This design comes from an exercise in tuning for a short achievable clock period and few clock cycles per item on the open sky130 flow, not from production work.
The RTL was checked by simulation tests, not by an equivalence proof against the original design.
Power figures rest on the tool's default switching activity, not on a simulated workload.

==> flow/design.v <==
`timescale 1ns/1ps
`default_nettype none
package rvAluPkg;
    typedef enum logic [6:0] {
        opcOpImm = 7'b0010011,
        opcOp    = 7'b0110011
    } rvOpcode;
    typedef enum logic [3:0] {
        aluAdd = 4'b0000,
        aluSll = 4'b0001,
        aluXor = 4'b0100,
        aluSrl = 4'b0101,
        aluOr  = 4'b0110,
        aluAnd = 4'b0111,
        aluSub = 4'b1000,
        aluSra = 4'b1101
    } aluOp;
    typedef struct packed {
        aluOp                       op;
        logic                       useImm;
        logic [32-1:0]        opA;
        logic [32-1:0]        opB;
        logic [32-1:0]        imm;
        logic [5-1:0]  rd;
        logic                       write;
        logic                       illegal;
    } execPayload;
    typedef struct packed {
        logic [5-1:0]  rd;
        logic                       write;
        logic                       illegal;
        logic [32-1:0]        value;
    } resultPayload;
endpackage
`default_nettype wire
`timescale 1ns/1ps
`default_nettype none
module rvAluCore (
    input  logic                       clock,
    input  logic                       arstN,
    input  logic                       instrValid,
    output logic                       instrReady,
    input  logic [32-1:0]        instr,
    input  logic                       retireReady,
    output logic                       retireValid,
    output logic [5-1:0]  retireRd,
    output logic [32-1:0]        retireData,
    output logic                       retireWrite,
    output logic                       retireIllegal
);
    localparam int QDepth = 8;
    localparam int Cap    = QDepth + 1;    
    logic        acc;
    logic        fV, fWr, fOp, fImm, fLegal;
    logic [31:0] fI;
    logic [31:0] fSel1, fSel2;      
    logic        fBypX1, fBypX2;    
    logic        fBypD1, fBypD2;    
    logic        fFwd1, fFwd2;      
    logic        xV, xWr, xOp, xLegal;
    logic [4:0]  xRd;
    logic [2:0]  xF3;
    logic        xAlt;
    logic [31:0] xA, xB;
    logic        xBypD1, xBypD2, xFwd1, xFwd2;
    logic        dV, dWr, dIll;
    logic [4:0]  dRd;
    logic        dSub;
    logic        dSelArith, dSelSll, dSelSr, dSra;
    logic [31:0] dA0, dA1;
    logic [4:0]  dS0, dS1;
    logic [31:0] dG0, dG1, dP0, dP1, dL0, dL1;
    logic        rV, rWr, rIll;
    logic [4:0]  rRd;
    logic [31:0] rVal;    
    logic [31:0] rFwd;    
    logic [31:0] rf [32];
    logic        inOp, inImm;
    logic [4:0]  inRs1, inRs2;
    assign acc   = instrValid && instrReady;
    assign inOp  = (instr[6:0] == 7'b0110011);
    assign inImm = (instr[6:0] == 7'b0010011);
    assign inRs1 = instr[19:15];
    assign inRs2 = instr[24:20];
    always_ff @(posedge clock or negedge arstN) begin
        if (!arstN) begin
            fV  <= 1'b0;
            fWr <= 1'b0;
        end else begin
            fV  <= acc;
            fWr <= acc && (inOp || inImm) && (instr[11:7] != 5'd0);
        end
    end
    always_ff @(posedge clock) begin
        fI     <= instr;
        fOp    <= inOp;
        fImm   <= inImm;
        fLegal <= inOp || inImm;
        for (int i = 0; i < 32; i++) begin
            fSel1[i] <= (i != 0) && (inRs1 == 5'(i));
            fSel2[i] <= (i != 0) && inOp && (inRs2 == 5'(i));
        end
        fBypX1 <= dWr && (dRd == inRs1);
        fBypX2 <= inOp && dWr && (dRd == inRs2);
        fBypD1 <= xWr && (xRd == inRs1);
        fBypD2 <= inOp && xWr && (xRd == inRs2);
        fFwd1  <= fWr && (fI[11:7] == inRs1);
        fFwd2  <= inOp && fWr && (fI[11:7] == inRs2);
    end
    logic [31:0] rfA, rfB;
    always_comb begin
        rfA = '0;
        rfB = '0;
        for (int i = 1; i < 32; i++) begin
            rfA = rfA | ({32{fSel1[i]}} & rf[i]);
            rfB = rfB | ({32{fSel2[i]}} & rf[i]);
        end
    end
    always_ff @(posedge clock or negedge arstN) begin
        if (!arstN) begin
            xV  <= 1'b0;
            xWr <= 1'b0;
        end else begin
            xV  <= fV;
            xWr <= fWr;
        end
    end
    always_ff @(posedge clock) begin
        xOp    <= fOp;
        xLegal <= fLegal;
        xRd    <= fI[11:7];
        xF3    <= fI[14:12];
        xAlt   <= fI[30];
        xA     <= fBypX1 ? rVal : rfA;
        xB     <= fImm ? {{20{fI[31]}}, fI[31:20]} : fBypX2 ? rVal : rfB;
        xBypD1 <= fBypD1;
        xBypD2 <= fBypD2;
        xFwd1  <= fFwd1;
        xFwd2  <= fFwd2;
    end
    logic        fwdA, fwdB, sub, selXor, selOr, selAnd;
    logic [31:0] opA, opB, a0, a1, b0, b1, bx0, bx1;
    assign opA    = xBypD1 ? rVal : xA;
    assign opB    = xBypD2 ? rVal : xB;
    assign fwdA   = xFwd1;
    assign fwdB   = xFwd2;
    assign sub    = xLegal && (xF3 == 3'b000) && xOp && xAlt;
    assign selXor = xLegal && (xF3 == 3'b100);
    assign selOr  = xLegal && (xF3 == 3'b110);
    assign selAnd = xLegal && (xF3 == 3'b111);
    assign a0  = fwdA ? 32'h0000_0000 : opA;
    assign a1  = fwdA ? 32'hffff_ffff : opA;
    assign b0  = fwdB ? 32'h0000_0000 : opB;
    assign b1  = fwdB ? 32'hffff_ffff : opB;
    assign bx0 = b0 ^ {32{sub}};
    assign bx1 = b1 ^ {32{sub}};
    always_ff @(posedge clock or negedge arstN) begin
        if (!arstN) begin
            dV  <= 1'b0;
            dWr <= 1'b0;
        end else begin
            dV  <= xV;
            dWr <= xWr;
        end
    end
    always_ff @(posedge clock) begin
        dRd       <= xRd;
        dIll      <= !xLegal;
        dSub      <= sub;
        dSelArith <= xLegal && (xF3 == 3'b000 || xF3 == 3'b010 || xF3 == 3'b011);
        dSelSll   <= xLegal && (xF3 == 3'b001);
        dSelSr    <= xLegal && (xF3 == 3'b101);
        dSra      <= xAlt;
        dA0       <= a0;
        dA1       <= a1;
        dS0       <= b0[4:0];
        dS1       <= b1[4:0];
        dG0       <= a0 & bx0;
        dG1       <= a1 & bx1;
        dP0       <= a0 ^ bx0;
        dP1       <= a1 ^ bx1;
        dL0       <= ({32{selXor}} & (a0 ^ b0)) | ({32{selOr}} & (a0 | b0)) | ({32{selAnd}} & (a0 & b0));
        dL1       <= ({32{selXor}} & (a1 ^ b1)) | ({32{selOr}} & (a1 | b1)) | ({32{selAnd}} & (a1 & b1));
    end
    logic [31:0] r, g, p, lg, a, sll, sr, other, res;
    logic [31:0] gk [6];
    logic [31:0] pk [6];
    logic [32:0] c;
    logic [4:0]  sh;
    logic        fill;
    assign r  = rFwd;
    assign g  = (r & dG1) | (~r & dG0);
    assign p  = (r & dP1) | (~r & dP0);
    assign lg = (r & dL1) | (~r & dL0);
    assign gk[0] = {g[31:1], g[0] | (p[0] & dSub)};
    assign pk[0] = p;
    for (genvar k = 0; k < 5; k++) begin : g_ks
        localparam int D = 1 << k;
        assign gk[k+1] = gk[k] | (pk[k] & {gk[k][31-D:0], {D{1'b0}}});
        assign pk[k+1] = pk[k] & {pk[k][31-D:0], {D{1'b1}}};
    end
    assign c = {gk[5], dSub};
    assign a    = (r & dA1) | (~r & dA0);
    assign sh   = (r[4:0] & dS1) | (~r[4:0] & dS0);
    assign sll  = a << sh;
    assign fill = dSra && a[31];
    assign sr   = 32'($signed({fill, a}) >>> sh);
    assign other = ({32{dSelSll}} & sll) | ({32{dSelSr}} & sr) | lg;
    for (genvar i = 0; i < 32; i++) begin : g_res
        assign res[i] = c[i] ? ((dSelArith & ~p[i]) | other[i])
                             : ((dSelArith &  p[i]) | other[i]);
    end
    always_ff @(posedge clock or negedge arstN) begin
        if (!arstN) begin
            rV  <= 1'b0;
            rWr <= 1'b0;
        end else begin
            rV  <= dV;
            rWr <= dWr;
        end
    end
    always_ff @(posedge clock) begin
        rRd  <= dRd;
        rIll <= dIll;
        rFwd <= res;
    end
    always_ff @(posedge clock or negedge arstN) begin
        if (!arstN) rVal <= 32'd0;
        else        rVal <= res;
    end
    logic [31:0] rWe;
    always_ff @(posedge clock or negedge arstN) begin
        if (!arstN) begin
            rWe <= '0;
        end else begin
            for (int i = 0; i < 32; i++) rWe[i] <= dWr && (dRd == 5'(i));
        end
    end
    always_ff @(posedge clock or negedge arstN) begin
        if (!arstN) begin
            for (int i = 0; i < 32; i++) rf[i] <= 32'd0;
        end else begin
            for (int i = 1; i < 32; i++) if (rWe[i]) rf[i] <= rVal;
        end
    end
    localparam int EW = 5 + 1 + 1 + 32;
    logic [EW-1:0] rEntry;
    logic [EW-1:0] q [QDepth];
    logic [2:0]    qHead, qTail;
    logic [3:0]    qCount;
    logic          qEmpty, oFree, pop, push;
    logic          oV;
    logic [EW-1:0] oEntry;
    assign rEntry = {rRd, rWr, rIll, rVal};
    assign qEmpty = (qCount == 4'd0);
    assign oFree  = !oV || retireReady;
    assign pop    = oFree && !qEmpty;
    assign push   = rV && !(oFree && qEmpty);
    always_ff @(posedge clock or negedge arstN) begin
        if (!arstN) begin
            qHead  <= '0;
            qTail  <= '0;
            qCount <= '0;
            oV     <= 1'b0;
        end else begin
            if (pop)  qHead <= qHead + 3'd1;
            if (push) qTail <= qTail + 3'd1;
            qCount <= qCount + {3'b0, push} - {3'b0, pop};
            if (oFree) oV <= !qEmpty || rV;
        end
    end
    always_ff @(posedge clock) begin
        if (push) q[qTail] <= rEntry;
    end
    always_ff @(posedge clock or negedge arstN) begin
        if (!arstN)     oEntry <= '0;
        else if (oFree) oEntry <= qEmpty ? rEntry : q[qHead];
    end
    assign retireValid   = oV;
    assign retireRd      = oEntry[EW-1 -: 5];
    assign retireWrite   = oEntry[33];
    assign retireIllegal = oEntry[32];
    assign retireData    = oEntry[31:0];
    logic [3:0] inFlight, inFlightNext;
    assign inFlightNext = inFlight + {3'b0, acc} - {3'b0, oV && retireReady};
    always_ff @(posedge clock or negedge arstN) begin
        if (!arstN) begin
            inFlight   <= '0;
            instrReady <= 1'b1;
        end else begin
            inFlight   <= inFlightNext;
            instrReady <= (inFlightNext < 4'(Cap));
        end
    end
endmodule
`default_nettype wire
==> flow/run.sh <==
#!/bin/bash
# synth_recipe.tcl (not shown) runs the flow's synth.tcl, then flattens the netlist and writes it again
# the make line also repeats each setting of config.mk as NAME=value (left out here)
make -C /OpenROAD-flow-scripts/flow DESIGN_CONFIG=/design/flow/config.mk WORK_HOME=/design/flow/orfs CLKGATE_MAP_FILE= SYNTH_SCRIPT=/design/flow/synth_recipe.tcl finish
==> flow/config.mk <==
export PLATFORM = sky130hd
export DESIGN_NAME = rvAluCore
export DESIGN_NICKNAME = rvAluCore
export VERILOG_FILES = /design/flow/design.v
export SDC_FILE = /design/flow/constraint.sdc
export NUM_CORES = 4
export LEC_CHECK = 0
export ABC_CLOCK_PERIOD_IN_PS = 1500
export CAP_MARGIN = 20
export CORE_MARGIN = 2
export CORE_UTILIZATION = 55
export SETUP_SLACK_MARGIN = 3.3
export SLEW_MARGIN = 20
==> flow/constraint.sdc <==
create_clock -name core_clock -period 6.0 [get_ports {clock}]
set_input_delay 1.2000 -clock core_clock [delete_from_list [all_inputs] [get_ports {clock}]]
set_output_delay 1.2000 -clock core_clock [all_outputs]
set_load 0.01 [all_outputs]
==> metrics.md, run 1 <==
| Metric | Value |
|---|---|
| First-pass iteration count of the detailed router | 10 |
| Final #Nets | 7,210 |
| TNS Setup | 0 ns |
| Final worst path period need | 3.20 ns |
| Clock Sink Count | 1,913 |
| Minimum hold slack | 0.327 ns |
| CTS max path bufs | 3 |
| Peak supply drop | 0.736 mV |
| P_leak | 42.2 nW |
| Crit start category | flip-flop |
| Crit-path cells | mux2_4 -> ha_4 -> or3_4 -> ha_4 -> o211ai_2 -> a211oi_2 -> o21ai_2 -> o311ai_4 -> a21oi_2 -> buf_6 -> o21ai_4 -> o31ai_4 -> mux2i_1 -> a221o_1 |
| Fin. Hold Viols | 0 |
| Syn nets | 7,334 |
| Synth Area in XOR/XNOR | 1.28% |
| Area growth from synthesis to layout | 12.6% |
| Peak Freq | 313 MHz |
| DP Area | 89,700 sq um |
| Core Region | 157,000 sq um |
| Root buf cell | clkbuf_16 |
| RD Place Congestion | 0.961 |
| Worst-path clk slew | 0.06 ns |
| Most frequent cells in the layout | dfrtp_1, mux2_2, dfxtp_1, a22oi_1, a221oi_1 |
| Share of flip-flops with an asynchronous set or reset | 58.4% |
| Slew margin rel. | 15.4% |
| Worst-Skew Late Latency | 0.87 ns |
| Die W | 402 um |
| CTS tree | done |
| Layout cell share with drive strength beyond 1 | 28.2% |
| Die Ht | 402 um |
| Starting Density | 55.5% |
| Flops & latches, synth | 1,913 |
| Port buffer count | 76 |
| Commonest non-fill, non-tap cell in the layout | dfrtp_1 |
| Synth Instances | 7,093 |
| Post-CTS Hold Buffers | 0 |
| P per Cell Area | 304 nW/um^2 |
| Number of global-route vias before repair | 64,600 |
| Synth Cell Area | 87,000 sq um |
| Die Area | 161,000 sq um |
| Worst hold path type | reg -> reg |
| Max-slew violation count | 0 |
| Final worst slack | 2.80 ns |
| Complex-gate fraction of the synthesized area | 14.4% |
| Initial antenna violation count | 26 |
| Register area share after synthesis | 54.0% |
| DP HPWL | 195,000 um |
| Most common flop cell mapped by yosys | dfrtp_1 |
| Avg Inst Size Synth | 12.3 sq um |
| I/O pin cnt | 77 |
| Crit path DAT | 3.91 ns |
| Buffers & Inverters on Critical Path | 1 |
| First-pass GRT wire length | 493,000 um |
| PnR Total Power | 29.8 mW |
| Grt ovf | 0 |
| Via Count | 67,100 |
| Crit path top cell by count | ha_4 |
| Largest net degree at the start of global routing | 147 |
| Largest stage delay, worst path | 0.37 ns |
| Pre-CTS setup slack | 1.94 ns |
| Clock Skew | 0.0745 ns |
| Adder-cell share of the synthesized area | 2.96% |
| Synth unique cells | 82 |
| # rows | 145 |
| CP delay by family, top | compound AO/OA/AOI/OAI gates |
| Required arrival time at the worst endpoint | 6.71 ns |
| Number of flops mapped to enable cells by yosys | 312 |
| Slew @ Worst Pin | 1.27 ns |
| Starting DRT DRC Count | 11,000 |
| Remaining antenna violation count | 0 |
| DRT Wirelength | 355,000 um |
| Mux contribution to synthesized area | 18.3% |
| Vias per inst | 7.28 |
| CP max-delay cell | a221o_1 |
| WS Path Type | reg -> reg |
| Total track usage | 43.1% |
| Largest family of logic cells by synthesized area | multiplexers |
| Critical Path End Type | flip-flop |
| Setup violators final | 0 |
| Yosys warns | 4 |
| Largest fanout on the critical path | 2 |
| Max cap viols | 0 |
| DRC | 0 |
| Simple-Gate Fraction of Synth Area | 5.43% |
| Status | complete, no violations |
| Routed len/inst | 38.5 um |
| Num CTS Buffers | 201 |
| RSZ-0062 raised after global routing | yes |
| Design Area, Final | 98,000 sq um |
| H-tree level count | 4 |
| Tcrit/Tclk final | 53.3% |
-- per-stage QoR --
stage	utilization (%)	cells
6_report	62.5	9215
2_1_floorplan	-	7093
5_1_grt	62.5	9206
3_5_place_dp	57.2	8763
3_3_place_gp	57.2	8763
4_1_cts	62.3	9186
-- worst paths after layout --
check                                 from               endpoint  slack, ns  depth (start not counted)
min                         fLegal$_DFF_P_         xLegal$_DFF_P_       0.33                          0
min in group asynchronous            arstN      rWe[11]$_DFF_PN0_       0.38                          1
max reg2reg                rFwd[0]$_DFF_P_     rVal[28]$_DFF_PN0_       2.80                         14
min reg2reg                 fLegal$_DFF_P_         xLegal$_DFF_P_       0.33                          0
max                        rFwd[0]$_DFF_P_     rVal[28]$_DFF_PN0_       2.80                         14
max in group asynchronous            arstN  rf[20][9]$_DFFE_PN0P_       4.15                          2
-- state kept, by name (all words and copies together), names as in the netlist, 32 cells and up --
| register | flops |
|---|---|
| rf | 992 |
| q | 312 |
| oEntry | 39 |
| dA0 | 32 |
| dA1 | 32 |
| dL0 | 32 |
| dL1 | 32 |
| dP0 | 32 |
| dP1 | 32 |
| rFwd | 32 |
| rVal | 32 |
| xA | 32 |
| xB | 32 |
-- kinds of logic (layout without fill, tap and decap cells) --
family                     after synthesis  in the layout
AOI/OAI and AO/OA                     1679           1679
xor gates and xnor gates               127            127
adders and majority gates              205            205
buffers and inverters                  819            868
DFF                                   1913           1913
muxes                                 1363           1367
other                                    0              9
and+or+nand+nor                        987            989
-- cell type report --
class	instances	area, sq um
clock inverter	95	1320
sequential	1913	47300
antenna	9	22.5
inverter	182	683
tap	2058	2570
clock buffer	287	5720
fill	12500	58700
multi-input combinational	4367	37800
timing repair buffer	304	2650
-- synthesized netlist by cell type (95+ instances only) --
cell type	n	area, sq um
mux2_2	1032	11600
xnor2_1	95	832
a21oi_1	254	1270
buf_1	145	544
a221oi_1	326	2860
ha_1	203	2540
nand4_1	130	813
inv_1	182	683
edfxtp_1	312	9370
a22oi_1	386	2900
dfxtp_1	483	9670
o21ai_0	185	926
a22o_1	320	2800
nand2_1	239	897
nor2_1	275	1030
mux2i_1	243	2430
dfrtp_1	1117	28000
clkbuf_1	460	1730
-- layer usage --
| metal | vias to the layer above | global-route usage (%) | wire, um |
|---|---|---|---|
| li1 | 26400 | - | - |
| met1 | 33900 | 57.0 | 135000 |
| met3 | 1482 | 16.9 | 49400 |
| met2 | 5201 | 60.1 | 146000 |
| met5 | - | 1.10 | 465 |
| met4 | 32 | 24.3 | 24400 |
-- power by group --
part	internal [mW]	switching (mW)	total (mW)
sequential	13.6	0.359	13.9
combinational	1.15	1.51	2.66
clock	7.61	5.56	13.2
-- what timing repair did --
| item | CTS | global route |
|---|---|---|
| pin swaps | 24 | 29 |
| gates resized for setup | 258 | 62 |
| setup buffers | 35 | 18 |
| gates cloned | 6 | 2 |
| setup endpoints to repair | 297 | 193 |
Testbench counts, summed over its fixed seeds: cycles 16,040, items 16,000.
==> run 2, diff against run 1 <==
--- a/flow/design.v
+++ b/flow/design.v
@@ -175,8 +175,8 @@
         dA1       <= a1;
         dS0       <= b0[4:0];
         dS1       <= b1[4:0];
-        dG0       <= a0 & bx0;
-        dG1       <= a1 & bx1;
+        dG0       <= (a0 & bx0) | {31'd0, (a0[0] ^ bx0[0]) & sub};
+        dG1       <= (a1 & bx1) | {31'd0, (a1[0] ^ bx1[0]) & sub};
         dP0       <= a0 ^ bx0;
         dP1       <= a1 ^ bx1;
         dL0       <= ({32{selXor}} & (a0 ^ b0)) | ({32{selOr}} & (a0 | b0)) | ({32{selAnd}} & (a0 & b0));
@@ -192,7 +192,7 @@
     assign g  = (r & dG1) | (~r & dG0);
     assign p  = (r & dP1) | (~r & dP0);
     assign lg = (r & dL1) | (~r & dL0);
-    assign gk[0] = {g[31:1], g[0] | (p[0] & dSub)};
+    assign gk[0] = g;    
     assign pk[0] = p;
     for (genvar k = 0; k < 5; k++) begin : g_ks
         localparam int D = 1 << k;
@@ -206,10 +206,7 @@
     assign fill = dSra && a[31];
     assign sr   = 32'($signed({fill, a}) >>> sh);
     assign other = ({32{dSelSll}} & sll) | ({32{dSelSr}} & sr) | lg;
-    for (genvar i = 0; i < 32; i++) begin : g_res
-        assign res[i] = c[i] ? ((dSelArith & ~p[i]) | other[i])
-                             : ((dSelArith &  p[i]) | other[i]);
-    end
+    assign res = ({32{dSelArith}} & (p ^ c[31:0])) | other;
     always_ff @(posedge clock or negedge arstN) begin
         if (!arstN) begin
             rV  <= 1'b0;
==> metrics.md, run 2 <==
| Metric | Value |
|---|---|
| Starting DRT DRC Count | 11,200 (was 11,000) |
| RD Place Congestion | 0.930 (was 0.961) |
| Grt ovf | 0 (unchanged) |
| Critical Path End Type | flip-flop (unchanged) |
| Slew margin rel. | 12.5% (was 15.4%) |
| CP delay by family, top | multiplexers (was compound AO/OA/AOI/OAI gates) |
| Worst hold path type | reg -> reg (unchanged) |
| Psw | 7.27 mW (was 7.43 mW) |
| H-tree level count | 4 (unchanged) |
| Most common flop cell mapped by yosys | dfrtp_1 (unchanged) |
| RSZ-0062 raised after global routing | yes (unchanged) |
| Register area share after synthesis | 53.5% (was 54.0%) |
| Die Ht | 404 um (was 402 um) |
| Largest net degree at the start of global routing | 144 (was 147) |
| I/O pin cnt | 77 (unchanged) |
| Pint | 22.2 mW (was 22.3 mW) |
| CP endpoint | rVal[26]$_DFF_PN0_ (was rVal[28]$_DFF_PN0_) |
| DRC | 0 (unchanged) |
| Setup violators final | 0 (unchanged) |
| Cell taking the most area after synthesis | dfrtp_1 (unchanged) |
| Pre-CTS setup slack | 1.78 ns (was 1.94 ns) |
| Layout cell share with drive strength beyond 1 | 30.0% (was 28.2%) |
| Synth unique cells | 87 (was 82) |
| Via Count | 67,400 (was 67,100) |
| Clock Skew | 0.0342 ns (was 0.0745 ns) |
| Final worst slack | 3.15 ns (was 2.80 ns) |
| Yosys top cell area share | 31.8% (was 32.1%) |
| Core Region | 159,000 sq um (was 157,000 sq um) |
| Worst-path clk slew | 0.06 ns (about the same) |
| Worst r2r dst | rVal[26]$_DFF_PN0_ (was rVal[28]$_DFF_PN0_) |
| Setup slack on the worst flop-to-flop path | 3.15 ns (was 2.80 ns) |
| Initial antenna violation count | 25 (was 26) |
| First-pass GRT wire length | 494,000 um (was 493,000 um) |
| Most common cell in the netlist | dfrtp_1 (unchanged) |
| Worst R2R Start | rFwd[0]$_DFF_P_ (unchanged) |
| Crit path top cell by count | mux2_4 (was ha_4) |
| Largest stage delay, worst path | 0.40 ns (was 0.37 ns) |
| CTS max path bufs | 3 (unchanged) |
| Number of global-route vias before repair | 65,200 (was 64,600) |
| Peak Freq | 351 MHz (was 313 MHz) |
| Status | complete, no violations (unchanged) |
| Biggest register | rf (unchanged) |
| Switching share of total power | 24.7% (was 25.0%) |
| Clock power frac | 43.4% (was 44.2%) |
| Syn nets | 7,298 (was 7,334) |
| Remaining antenna violation count | 0 (unchanged) |
| Max reg flops | 992 (unchanged) |
| DP HPWL | 196,000 um (was 195,000 um) |
| Starting Density | 55.4% (was 55.5%) |
| Avg Inst Size Synth | 12.4 sq um (was 12.3 sq um) |
| Part of the power in registers | 47.4% (was 46.8%) |
| Crit path DAT | 3.54 ns (was 3.91 ns) |
| Dominant cells by area after synthesis | dfrtp_1, mux2_2, dfxtp_1, edfxtp_1, mux2i_1 (was dfrtp_1, mux2_2, dfxtp_1, edfxtp_1, a22oi_1) |
| Die Area | 163,000 sq um (was 161,000 sq um) |
| Crit path from | rFwd[0]$_DFF_P_ (unchanged) |
| Top flop regs | rf x992, q x312, oEntry x39 (unchanged) |
| Area growth from synthesis to layout | 13.2% (was 12.6%) |
| Finished Core Util | 62.7% (was 62.5%) |
| Crit start category | flip-flop (unchanged) |
| Buffers & Inverters on Critical Path | 0 (was 1) |
| P_leak | 42.7 nW (was 42.2 nW) |
| Required arrival time at the worst endpoint | 6.69 ns (was 6.71 ns) |
| Tcrit/Tclk final | 47.5% (was 53.3%) |
| Total track usage | 42.8% (was 43.1%) |
| Synth Cell Area | 87,900 sq um (was 87,000 sq um) |
| Peak supply drop | 0.320 mV (was 0.736 mV) |
| Top cells by count, synth | dfrtp_1, mux2_2, dfxtp_1 (unchanged) |
| First-pass iteration count of the detailed router | 9 (was 10) |
| R2R cell count | 8 (was 14) |
| Die W | 404 um (was 402 um) |
| DRT Wirelength | 355,000 um (about the same) |
| Root buf cell | clkbuf_16 (unchanged) |
| Final #Nets | 7,211 (was 7,210) |
| Fin. Hold Viols | 0 (unchanged) |
| Largest fanout on the critical path | 5 (was 2) |
| # rows | 146 (was 145) |
| Worst-Skew Late Latency | 0.85 ns (was 0.87 ns) |
| CTS tree | done (unchanged) |
| Combinational Power Share | 9.2% (was 8.9%) |
| Crit-path cells | mux2_8 -> mux2_4 -> mux2_4 -> mux2_4 -> a211oi_4 -> a31oi_1 -> a221oi_2 -> o211ai_1 (was mux2_4 -> ha_4 -> or3_4 -> ha_4 -> o211ai_2 -> a211oi_2 -> o21ai_2 -> o311ai_4 -> a21oi_2 -> buf_6 -> o21ai_4 -> o31ai_4 -> mux2i_1 -> a221o_1) |
| Final worst path period need | 2.85 ns (was 3.20 ns) |
| Synth Instances | 7,060 (was 7,093) |
| Max cap viols | 0 (unchanged) |
| Filler cells | 12,600 (was 12,500) |
| Yosys warns | 4 (unchanged) |
| Commonest non-fill, non-tap cell in the layout | dfrtp_1 (unchanged) |
| P per Cell Area | 296 nW/um^2 (was 304 nW/um^2) |
| Num CTS Buffers | 195 (was 201) |
| Share of flip-flops with an asynchronous set or reset | 58.4% (unchanged) |
| Routed len/inst | 38.5 um (about the same) |
| Flops & latches, synth | 1,913 (unchanged) |
| Vias per inst | 7.30 (was 7.28) |
| Port buffer count | 76 (unchanged) |
| Critical path depth | 8 (was 14) |
| Slew @ Worst Pin | 1.31 ns (was 1.27 ns) |
| Max-slew violation count | 0 (unchanged) |
| CP max-delay cell | mux2_8 (was a221o_1) |
| WS Path Type | reg -> reg (unchanged) |
| Clock Sink Count | 1,913 (unchanged) |
| Most frequent cells in the layout | dfrtp_1, mux2_2, dfxtp_1, a221oi_1, a22oi_1 (was dfrtp_1, mux2_2, dfxtp_1, a22oi_1, a221oi_1) |
| Number of flops mapped to enable cells by yosys | 312 (unchanged) |
| TNS Setup | 0 ns (unchanged) |
-- run 2: cell types whose count changed after synthesis, moves of 12 or more --
cell / before / now
mux2i_1: 243 / 328
o21ai_0: 185 / 106
a22oi_1: 386 / 322
nand2_1: 239 / 176
a221o_1: 15 / 71
mux2_2: 1032 / 1076
nor2_1: 275 / 305
a21oi_1: 254 / 226
clkbuf_1: 460 / 435
buf_4: 6 / 18
-- run 2: per-stage QoR --
stage / cells / area (sq um) / hold WS, ns / power [mW]
finish: 9229 / 99500 / 0.326 / 29.5
global route: 9217 / 99400 / 0.328 / 30.4
CTS: 9171 / 98500 / 0.326 / 29.5
detailed placement: 8753 / 90500 / 0.313 / 16.9
global placement: 8753 / 90500 / 0.321 / 16.9
floorplan: 7060 / 88000 / 0.310 / 15.8
-- run 2: kinds of logic after synthesis --
| logic type | synth area share [%] |
|---|---|
| flip-flops | 53.5 |
| AND/OR/NAND/NOR | 5.17 |
| AO/OA/AOI/OAI | 13.5 |
| adder cells (fa/ha/maj) | 2.89 |
| buffers and inverters | 3.71 |
| XOR/XNOR | 1.27 |
| multiplexers | 19.9 |
-- run 2: layout make-up --
cell class                 count  area, sq um  share of cell area, %
clock inverter                69          897                  0.902
tap                         2072         2590                   2.61
inverter                     191          717                  0.721
multi-input combinational   4333        39000                   39.2
antenna                       12         30.0                 0.0302
clock buffer                 300         5900                   5.93
timing repair buffer         339         3080                   3.09
sequential                  1913        47300                   47.6
-- run 2: how the worst min path moves through the flow --
stage | from | endpoint | slack [ns] | depth (start not counted)
after floorplan | dIll$_DFF_P_ | rIll$_DFF_P_ | 0.31 | 0
after global placement | fI[14]$_DFF_P_ | xF3[2]$_DFF_P_ | 0.32 | 0
after detailed placement | fI[13]$_DFF_P_ | xF3[1]$_DFF_P_ | 0.31 | 0
after CTS | fI[12]$_DFF_P_ | xF3[0]$_DFF_P_ | 0.33 | 0
after global routing | fI[12]$_DFF_P_ | xF3[0]$_DFF_P_ | 0.33 | 0
final | fI[12]$_DFF_P_ | xF3[0]$_DFF_P_ | 0.33 | 0
-- run 2: routing by layer --
metal | track usage [%] | share of wire (%) | vias up
li1 | - | - | 26500
met1 | 57.1 | 38 | 34100
met2 | 61.3 | 41 | 5309
met3 | 15.3 | 14 | 1472
met4 | 22.6 | 6.7 | 30
met5 | 0 | 0.086 | -
-- run 2: power by group through the flow --
| stage | clock network (mW) | registers, mW | logic (mW) |
|---|---|---|---|
| after floorplan | 0 | 14.1 | 1.69 |
| after global placement | 0 | 14.3 | 2.58 |
| after detailed placement | 0 | 14.3 | 2.59 |
| after CTS | 12.9 | 14.0 | 2.67 |
| after global routing | 13.4 | 14.0 | 2.96 |
| final | 12.8 | 14.0 | 2.71 |
-- run 2: what timing repair did --
item	in CTS	in global routing
setup buffers	36	41
cloned	13	5
resized for setup	300	142
hold buffers	0	0
pin swaps	19	22
endpoints found under the setup margin	327	177
-- run 2: worst register-to-register path, cell delays in order, from the launching register on --
cell,delay (ns)
dfxtp_4,0.39
mux2_8,0.40
mux2_4,0.33
mux2_4,0.29
mux2_4,0.30
a211oi_4,0.40
a31oi_1,0.10
a221oi_2,0.34
o211ai_1,0.15
Testbench counts of run 2, summed over its fixed seeds: cycles 16,040, items 16,000.
==> run 3, diff against run 2 <==
--- a/flow/config.mk
+++ b/flow/config.mk
@@ -8,6 +8,6 @@
 export ABC_CLOCK_PERIOD_IN_PS = 1500
 export CAP_MARGIN = 20
 export CORE_MARGIN = 2
-export CORE_UTILIZATION = 55
-export SETUP_SLACK_MARGIN = 3.3
+export CORE_UTILIZATION = 65
+export SETUP_SLACK_MARGIN = 3.6
 export SLEW_MARGIN = 20
==> metrics.md, run 3 <==
| Metric | Value |
|---|---|
| Status | complete, no violations (unchanged) |
| CP delay by family, top | compound AO/OA/AOI/OAI gates (was multiplexers) |
| Worst-path clk slew | 0.07 ns (was 0.06 ns) |
| Starting DRT DRC Count | 12,600 (was 11,200) |
| I/O pin cnt | 77 (unchanged) |
| Hold_sp | fBypD1$_DFF_P_ (was fI[12]$_DFF_P_) |
| DP HPWL | 180,000 um (was 196,000 um) |
| Biggest register | rf (unchanged) |
| Starting Density | 65.7% (was 55.4%) |
| Dominant cells by area after synthesis | dfrtp_1, mux2_2, dfxtp_1, edfxtp_1, mux2i_1 (unchanged) |
| P_leak | 43.1 nW (was 42.7 nW) |
| Most common flop cell mapped by yosys | dfrtp_1 (unchanged) |
| Slew @ Worst Pin | 1.19 ns (was 1.31 ns) |
| Peak Freq | 357 MHz (was 351 MHz) |
| Peak supply drop | 0.374 mV (was 0.320 mV) |
| Setup violators final | 0 (unchanged) |
| Commonest non-fill, non-tap cell in the layout | dfrtp_1 (unchanged) |
| Required arrival time at the worst endpoint | 6.69 ns (about the same) |
| Synth unique cells | 87 (unchanged) |
| Minimum hold slack | 0.329 ns (was 0.326 ns) |
| PnR Total Power | 29.5 mW (about the same) |
| Layout cell share with drive strength beyond 1 | 32.1% (was 30.0%) |
| Crit-path cells | buf_6 -> buf_6 -> mux2_4 -> buf_4 -> buf_6 -> a211o_1 -> a21oi_1 -> o21ai_0 -> a21oi_1 -> o21ai_0 -> xnor2_1 -> a221o_1 (was mux2_8 -> mux2_4 -> mux2_4 -> mux2_4 -> a211oi_4 -> a31oi_1 -> a221oi_2 -> o211ai_1) |
| Max cap viols | 0 (unchanged) |
| Crit start category | flip-flop (unchanged) |
| Vias per inst | 7.74 (was 7.30) |
| DRT Wirelength | 343,000 um (was 355,000 um) |
| Share of flip-flops with an asynchronous set or reset | 58.4% (unchanged) |
| Routed len/inst | 38.2 um (was 38.5 um) |
| Core Region | 134,000 sq um (was 159,000 sq um) |
| Slew margin rel. | 20.4% (was 12.5%) |
| Initial antenna violation count | 22 (was 25) |
| Max-slew violation count | 0 (unchanged) |
| Synth Cell Area | 87,900 sq um (unchanged) |
| RD Place Congestion | 0.951 (was 0.930) |
| Via Count | 69,400 (was 67,400) |
| Final #Nets | 7,253 (was 7,211) |
| Tcrit/Tclk final | 46.7% (was 47.5%) |
| Largest fanout on the critical path | 4 (was 5) |
| Root buf cell | clkbuf_16 (unchanged) |
| Die Ht | 372 um (was 404 um) |
| Top flop regs | rf x992, q x312, oEntry x39 (unchanged) |
| Most Used Layer, Global Route | met2 (unchanged) |
| Crit path DAT | 3.49 ns (was 3.54 ns) |
| GR Util met2 | 68.9% (was 61.3%) |
| Yosys top cell area share | 31.8% (unchanged) |
| Max reg flops | 992 (unchanged) |
| Worst-Skew Late Latency | 0.86 ns (was 0.85 ns) |
| Met3 GRT Util | 23.1% (was 15.3%) |
| Yosys warns | 4 (unchanged) |
| Largest net degree at the start of global routing | 171 (was 144) |
| Critical Path End Type | flip-flop (unchanged) |
| Remaining antenna violation count | 0 (unchanged) |
| WS Path Type | reg -> reg (unchanged) |
| Clock Sink Count | 1,913 (unchanged) |
| Synth Instances | 7,060 (unchanged) |
| Most frequent cells in the layout | dfrtp_1, mux2_2, dfxtp_1, a221oi_1, a22oi_1 (unchanged) |
| Fin. Hold Viols | 0 (unchanged) |
| Number of flops mapped to enable cells by yosys | 312 (unchanged) |
| P per Cell Area | 293 nW/um^2 (was 296 nW/um^2) |
| Die W | 372 um (was 404 um) |
| Crit path from | rFwd[1]$_DFF_P_ (was rFwd[0]$_DFF_P_) |
| Largest stage delay, worst path | 0.37 ns (was 0.40 ns) |
| Met1 Use GR | 60.5% (was 57.1%) |
| Clock Skew | 0.0602 ns (was 0.0342 ns) |
| Area growth from synthesis to layout | 14.4% (was 13.2%) |
| CTS tree | done (unchanged) |
| Number of global-route vias before repair | 67,500 (was 65,200) |
| Port buffer count | 76 (unchanged) |
| Worst R2R Start | rFwd[1]$_DFF_P_ (was rFwd[0]$_DFF_P_) |
| Top cells by count, synth | dfrtp_1, mux2_2, dfxtp_1 (unchanged) |
| Num CTS Buffers | 190 (was 195) |
| H-tree level count | 4 (unchanged) |
| Grt ovf | 0 (unchanged) |
| Most common cell in the netlist | dfrtp_1 (unchanged) |
| CTS max path bufs | 3 (unchanged) |
| TNS Setup | 0 ns (unchanged) |
| Die Area | 138,000 sq um (was 163,000 sq um) |
| CP max-delay cell | dfxtp_4 (was mux2_8) |
| Avg Inst Size Synth | 12.4 sq um (unchanged) |
| # rows | 134 (was 146) |
| Syn nets | 7,298 (unchanged) |
| Register area share after synthesis | 53.5% (unchanged) |
| DRC | 0 (unchanged) |
| Final worst path period need | 2.80 ns (was 2.85 ns) |
| Worst hold path type | reg -> reg (unchanged) |
| Buffers & Inverters on Critical Path | 4 (was 0) |
| Cell taking the most area after synthesis | dfrtp_1 (unchanged) |
| Post-CTS Hold Buffers | 0 (unchanged) |
| Total track usage | 48.9% (was 42.8%) |
| First-pass GRT wire length | 480,000 um (was 494,000 um) |
| First-pass iteration count of the detailed router | 14 (was 9) |
| Crit path top cell by count | buf_6 (was mux2_4) |
| RSZ-0062 raised after global routing | yes (unchanged) |
| Flops & latches, synth | 1,913 (unchanged) |
==> run 3: path summary, 6_finish.rpt <==
kind	slack (ns)	endpoint	cells after the start
setup / recovery	3.20	rVal[7]$_DFF_PN0_	12
hold / removal	0.33	xBypD1$_DFF_P_	0
setup reg to reg	3.20	rVal[7]$_DFF_PN0_	12
hold reg to reg	0.33	xBypD1$_DFF_P_	0
max in group asynchronous	3.97	rf[1][0]$_DFFE_PN0P_	2
min in group asynchronous	0.40	rWe[20]$_DFF_PN0_	1
==> run 3: area by class of cell <==
cell class                 count  area, sq um
sequential                  1913        47300
antenna                       16         40.0
inverter                     191          717
fill                        8719        33300
tap                         1768         2210
timing repair buffer         392         3810
clock buffer                 267         5470
multi-input combinational   4327        39800
clock inverter                92         1130
==> run 3: worst reg2reg max path: cells and delay by family (launching register included) <==
family                    cells  cell delay [ns]
xor gates and xnor gates      1             0.17
DFF                           1             0.37
buffers and inverters         4             0.48
AOI/OAI and AO/OA             6             1.35
muxes                         1             0.31
==> run 3: cell families after synthesis <==
| logic type | after synthesis | synth area share [%] |
|---|---|---|
| DFF | 1913 | 53.5 |
| AOI/OAI and AO/OA | 1550 | 13.5 |
| muxes | 1499 | 19.9 |
| and+or+nand+nor | 945 | 5.17 |
| buffers and inverters | 824 | 3.71 |
| adders and majority gates | 202 | 2.89 |
| xor gates and xnor gates | 127 | 1.27 |
==> run 3: metrics by stage <==
stage	util (%)	std cells	instance area (sq um)	setup slack, ns
after floorplan	-	7060	88000	2.71
after global placement	67.3	8429	90000	2.02
after detailed placement	67.3	8429	90000	2.00
after CTS	74.4	8914	99500	3.23
after global routing	75.1	8951	100000	3.15
final	75.1	8966	101000	3.20
==> run 3: power by group <==
group          switching [mW]  leakage [nW]  internal [mW]
clock network            5.39          3.24           7.13
logic                    1.59          17.7           1.36
registers               0.444          22.2           13.6
==> run 3: repair_timing <==
action                                  CTS  global route
endpoints found under the hold margin     0             0
endpoints found under the setup margin  343           207
pin swaps                                59            52
cloned                                   17             0
setup buffers                           109            36
gates resized for setup                 559           166
==> run 3: per-layer routing <==
layer | vias to the layer above | wire length, um
met2 | 6332 | 141000
met4 | 28 | 28800
met5 | - | 254
met3 | 2089 | 54300
li1 | 26500 | -
met1 | 34400 | 118000
==> run 4, diff against run 3 <==
--- a/flow/design.v
+++ b/flow/design.v
@@ -202,9 +202,30 @@
     assign c = {gk[5], dSub};
     assign a    = (r & dA1) | (~r & dA0);
     assign sh   = (r[4:0] & dS1) | (~r[4:0] & dS0);
-    assign sll  = a << sh;
+    logic [31:0] sl1, sl2, sr1, sr2;
+    logic [63:0] fx0, fx1, fx2;
     assign fill = dSra && a[31];
-    assign sr   = 32'($signed({fill, a}) >>> sh);
+    assign fx0  = {{32{fill}}, a};
+    always_comb begin
+        case (sh[1:0])
+            2'd0:    begin sl1 = a;      sr1 = fx0[31:0]; end
+            2'd1:    begin sl1 = a << 1; sr1 = fx0[32:1]; end
+            2'd2:    begin sl1 = a << 2; sr1 = fx0[33:2]; end
+            default: begin sl1 = a << 3; sr1 = fx0[34:3]; end
+        endcase
+    end
+    assign fx1 = {{32{fill}}, sr1};
+    always_comb begin
+        case (sh[3:2])
+            2'd0:    begin sl2 = sl1;       sr2 = fx1[31:0];  end
+            2'd1:    begin sl2 = sl1 << 4;  sr2 = fx1[35:4];  end
+            2'd2:    begin sl2 = sl1 << 8;  sr2 = fx1[39:8];  end
+            default: begin sl2 = sl1 << 12; sr2 = fx1[43:12]; end
+        endcase
+    end
+    assign fx2 = {{32{fill}}, sr2};
+    assign sll = sh[4] ? (sl2 << 16) : sl2;
+    assign sr  = sh[4] ? fx2[47:16] : sr2;
     assign other = ({32{dSelSll}} & sll) | ({32{dSelSr}} & sr) | lg;
     assign res = ({32{dSelArith}} & (p ^ c[31:0])) | other;
     always_ff @(posedge clock or negedge arstN) begin
==> metrics.md, run 4 <==
| Metric | Value |
|---|---|
| Starting DRT DRC Count | 12,900 (was 12,600) |
| Largest net degree at the start of global routing | 137 (was 171) |
| Yosys warns | 4 (unchanged) |
| Most common flop cell mapped by yosys | dfrtp_1 (unchanged) |
| Clock Skew | 0.0372 ns (was 0.0602 ns) |
| Num CTS Buffers | 189 (was 190) |
| Max reg flops | 992 (unchanged) |
| CTS tree | done (unchanged) |
| Worst-Skew Late Latency | 0.85 ns (was 0.86 ns) |
| Critical Path End Type | flip-flop (unchanged) |
| Starting Density | 65.4% (was 65.7%) |
| # rows | 134 (unchanged) |
| TNS Setup | 0 ns (unchanged) |
| Status | complete, no violations (unchanged) |
| Initial antenna violation count | 13 (was 22) |
| Via Count | 69,400 (about the same) |
| Synth unique cells | 74 (was 87) |
| RSZ-0062 raised after global routing | yes (unchanged) |
| Clock Sink Count | 1,913 (unchanged) |
| CTS max path bufs | 3 (unchanged) |
| Peak supply drop | 0.308 mV (was 0.374 mV) |
| Largest stage delay, worst path | 0.38 ns (was 0.37 ns) |
| Fin. Hold Viols | 0 (unchanged) |
| Register area share after synthesis | 53.9% (was 53.5%) |
| Crit-path cells | mux2_4 -> ha_4 -> inv_2 -> a211oi_4 -> o21ai_4 -> o31ai_4 -> a211oi_4 -> buf_4 -> buf_6 -> nor3_4 -> nor2_2 -> xor2_1 -> a211o_1 (was buf_6 -> buf_6 -> mux2_4 -> buf_4 -> buf_6 -> a211o_1 -> a21oi_1 -> o21ai_0 -> a21oi_1 -> o21ai_0 -> xnor2_1 -> a221o_1) |
| Port buffer count | 76 (unchanged) |
| Finished Core Util | 75.0% (was 75.1%) |
| Number of global-route vias before repair | 66,700 (was 67,500) |
| Die Area | 137,000 sq um (was 138,000 sq um) |
| First-pass iteration count of the detailed router | 10 (was 14) |
| CP max-delay cell | dfxtp_4 (unchanged) |
| Die Ht | 370 um (was 372 um) |
| Core Region | 133,000 sq um (was 134,000 sq um) |
| Cell taking the most area after synthesis | dfrtp_1 (unchanged) |
| P_leak | 43.1 nW (about the same) |
| Tcrit/Tclk final | 49.0% (was 46.7%) |
| Area growth from synthesis to layout | 14.6% (was 14.4%) |
| Reg area | 47,300 sq um (about the same) |
| Max cap viols | 0 (unchanged) |
| Vias per inst | 7.70 (was 7.74) |
| Worst hold path type | reg -> reg (unchanged) |
| Crit path top cell by count | a211oi_4 (was buf_6) |
| WS Path Type | reg -> reg (unchanged) |
| Synth Cell Area | 87,200 sq um (was 87,900 sq um) |
| Required arrival time at the worst endpoint | 6.70 ns (was 6.69 ns) |
| Top cells by count, synth | dfrtp_1, mux2_2, dfxtp_1 (unchanged) |
| Top flop regs | rf x992, q x312, oEntry x39 (unchanged) |
| Root buf cell | clkbuf_16 (unchanged) |
| Die W | 370 um (was 372 um) |
| Most common cell in the netlist | dfrtp_1 (unchanged) |
| Commonest non-fill, non-tap cell in the layout | dfrtp_1 (unchanged) |
| DRT Wirelength | 347,000 um (was 343,000 um) |
| DP HPWL | 183,000 um (was 180,000 um) |
| Largest fanout on the critical path | 5 (was 4) |
| Layout cell share with drive strength beyond 1 | 31.8% (was 32.1%) |
| Remaining antenna violation count | 0 (unchanged) |
| Multi-input logic area | 39,200 sq um (was 39,800 sq um) |
| DRC | 0 (unchanged) |
| Grt ovf | 0 (unchanged) |
| Synth Instances | 7,065 (was 7,060) |
| RD Place Congestion | 0.953 (was 0.951) |
| Crit path DAT | 3.64 ns (was 3.49 ns) |
| Syn nets | 7,303 (was 7,298) |
| P per Cell Area | 292 nW/um^2 (was 293 nW/um^2) |
| Share of flip-flops with an asynchronous set or reset | 58.4% (unchanged) |
| First-pass GRT wire length | 483,000 um (was 480,000 um) |
| Worst-path clk slew | 0.06 ns (was 0.07 ns) |
| Filler cells | 8,705 (was 8,719) |
| Peak Freq | 340 MHz (was 357 MHz) |
| I/O pin cnt | 77 (unchanged) |
| Slew margin rel. | 22.2% (was 20.4%) |
| Final #Nets | 7,292 (was 7,253) |
| Number of flops mapped to enable cells by yosys | 312 (unchanged) |
| PnR Total Power | 29.2 mW (was 29.5 mW) |
| Yosys top cell area share | 32.1% (was 31.8%) |
| Biggest register | rf (unchanged) |
| Setup violators final | 0 (unchanged) |
| H-tree level count | 4 (unchanged) |
| Most frequent cells in the layout | dfrtp_1, mux2_2, dfxtp_1, a221oi_1 (was dfrtp_1, mux2_2, dfxtp_1, a221oi_1, a22oi_1) |
| Max-slew violation count | 0 (unchanged) |
| Total track usage | 49.7% (was 48.9%) |
| Final worst path period need | 2.94 ns (was 2.80 ns) |
| Crit start category | flip-flop (unchanged) |
| Dominant cells by area after synthesis | dfrtp_1, mux2_2, dfxtp_1, edfxtp_1, a221oi_1 (was dfrtp_1, mux2_2, dfxtp_1, edfxtp_1, mux2i_1) |
| Avg Inst Size Synth | 12.3 sq um (was 12.4 sq um) |
| Flops & latches, synth | 1,913 (unchanged) |
| Slew @ Worst Pin | 1.17 ns (was 1.19 ns) |
| Routed len/inst | 38.6 um (was 38.2 um) |
## run 4: cell count changes after synthesis, sizes merged, moves of 8 or more
cell / delta
a31oi: -11
o311ai: -8
a211oi: +22
clkbuf: +17
a21oi: +28
buf: -17
mux4: -9
nand2: +13
mux2i: -57
nor2: +25
mux2: -17
## run 4: cell type report
class | count | share of cell area, %
Clock inverter | 85 | 1.01
Antenna cell | 20 | 0.0501
Sequential cell | 1913 | 47.4
Tap cell | 1768 | 2.21
Multi-Input combinational cell | 4341 | 39.2
Clock buffer | 271 | 5.40
Inverter | 187 | 0.706
Timing Repair Buffer | 422 | 4.01
## run 4: path summary, 6_finish.rpt
check	from	to	slack, ns	depth (start not counted)
hold / removal	fLegal$_DFF_P_	xLegal$_DFF_P_	0.33	0
min in group asynchronous	arstN	rf[8][29]$_DFFE_PN0P_	0.40	1
setup / recovery	rFwd[1]$_DFF_P_	rVal[22]$_DFF_PN0_	3.06	13
hold reg to reg	fLegal$_DFF_P_	xLegal$_DFF_P_	0.33	0
setup reg to reg	rFwd[1]$_DFF_P_	rVal[22]$_DFF_PN0_	3.06	13
max in group asynchronous	arstN	rf[18][8]$_DFFE_PN0P_	4.22	2
## run 4: cells by family after synthesis
family	count (synthesis)	synth area share, %
adders and majority gates	202	2.92
buffers and inverters	819	3.59
and+or+nand+nor	984	5.40
AOI/OAI and AO/OA	1601	14.0
DFF	1913	53.9
muxes	1416	18.9
xor gates and xnor gates	130	1.31
## run 4: timing repair
item | in CTS | in global routing
setup buffers | 98 | 75
hold buffers | 0 | 0
gates resized for setup | 531 | 166
endpoints found under the setup margin | 536 | 190
gates cloned | 18 | 2
pin swaps | 83 | 66
## run 4: metal layers
metal,part of all wire [%],GRT usage (%)
met1,35,61.9
met2,41,69.3
met3,16,22.5
met4,8.7,33.1
met5,0.13,2.59
## run 4: metrics by stage
| step | std cells | area [sq um] | setup slack [ns] | hold slack (ns) |
|---|---|---|---|---|
| 4_1_cts | 8910 | 98500 | 3.15 | 0.326 |
| 2_1_floorplan | 7065 | 87400 | 2.71 | 0.310 |
| 3_5_place_dp | 8438 | 89600 | 1.85 | 0.319 |
| 3_3_place_gp | 8438 | 89600 | 1.92 | 0.310 |
| 6_report | 9007 | 99900 | 3.06 | 0.327 |
| 5_1_grt | 8997 | 99900 | 3.04 | 0.343 |
## run 4: worst max-delay path: cells and delay by family (launching register included)
kind	cells	cell delay [ns]
mux	1	0.24
fa+ha+maj	1	0.15
simple gates	2	0.35
compound gates	5	1.18
buf+inv	3	0.34
flops	1	0.38
xor+xnor	1	0.16
## run 4: power breakdown
part	switching [mW]	total (mW)	internal [mW]	leakage, nW
clock	5.33	12.2	6.92	3.13
sequential	0.345	13.9	13.6	22.2
combinational	1.68	3.06	1.38	17.8
total	7.36	29.2	21.9	43.1
Testbench counts of run 4, summed over its fixed seeds: cycles 16,040, items 16,000.

what the ideal ports hide:
The results above use ideal ports. As a check the final layouts listed here were re-extracted and re-timed, cells and wires unchanged.
Step 1 assumes that a clkbuf_16 drives the clock port and a buf_2 every other input.
Step 2 times the ports against the registers' clock, not the clock port: input delays grow and output delays shrink by t, the midpoint of the rising clock arrivals with the driver on.
Slacks: ideal ports / drivers / drivers and shift; pairs: ideal ports / drivers.
run	t, ns	setup slack, ns	clock arrival spread, ns	worst register clock-pin slew, ns	worst data-port slew with drivers (ns)
run 1	0.919	2.800 / 2.800 / 2.436	0.079 / 0.079	0.07 / 0.07	0.09
run 2	0.927	3.150 / 3.150 / 2.722	0.036 / 0.036	0.08 / 0.08	0.05
run 3	0.916	3.200 / 3.200 / 2.870	0.067 / 0.067	0.07 / 0.07	0.05
run 4	0.917	3.063 / 3.063 / 2.750	0.040 / 0.039	0.07 / 0.07	0.07
After both steps setup and hold are still met in every run listed. For run 2, which loses most, drivers alone change the setup slack by 0.000 ns; drivers and shift together by -0.428 ns.
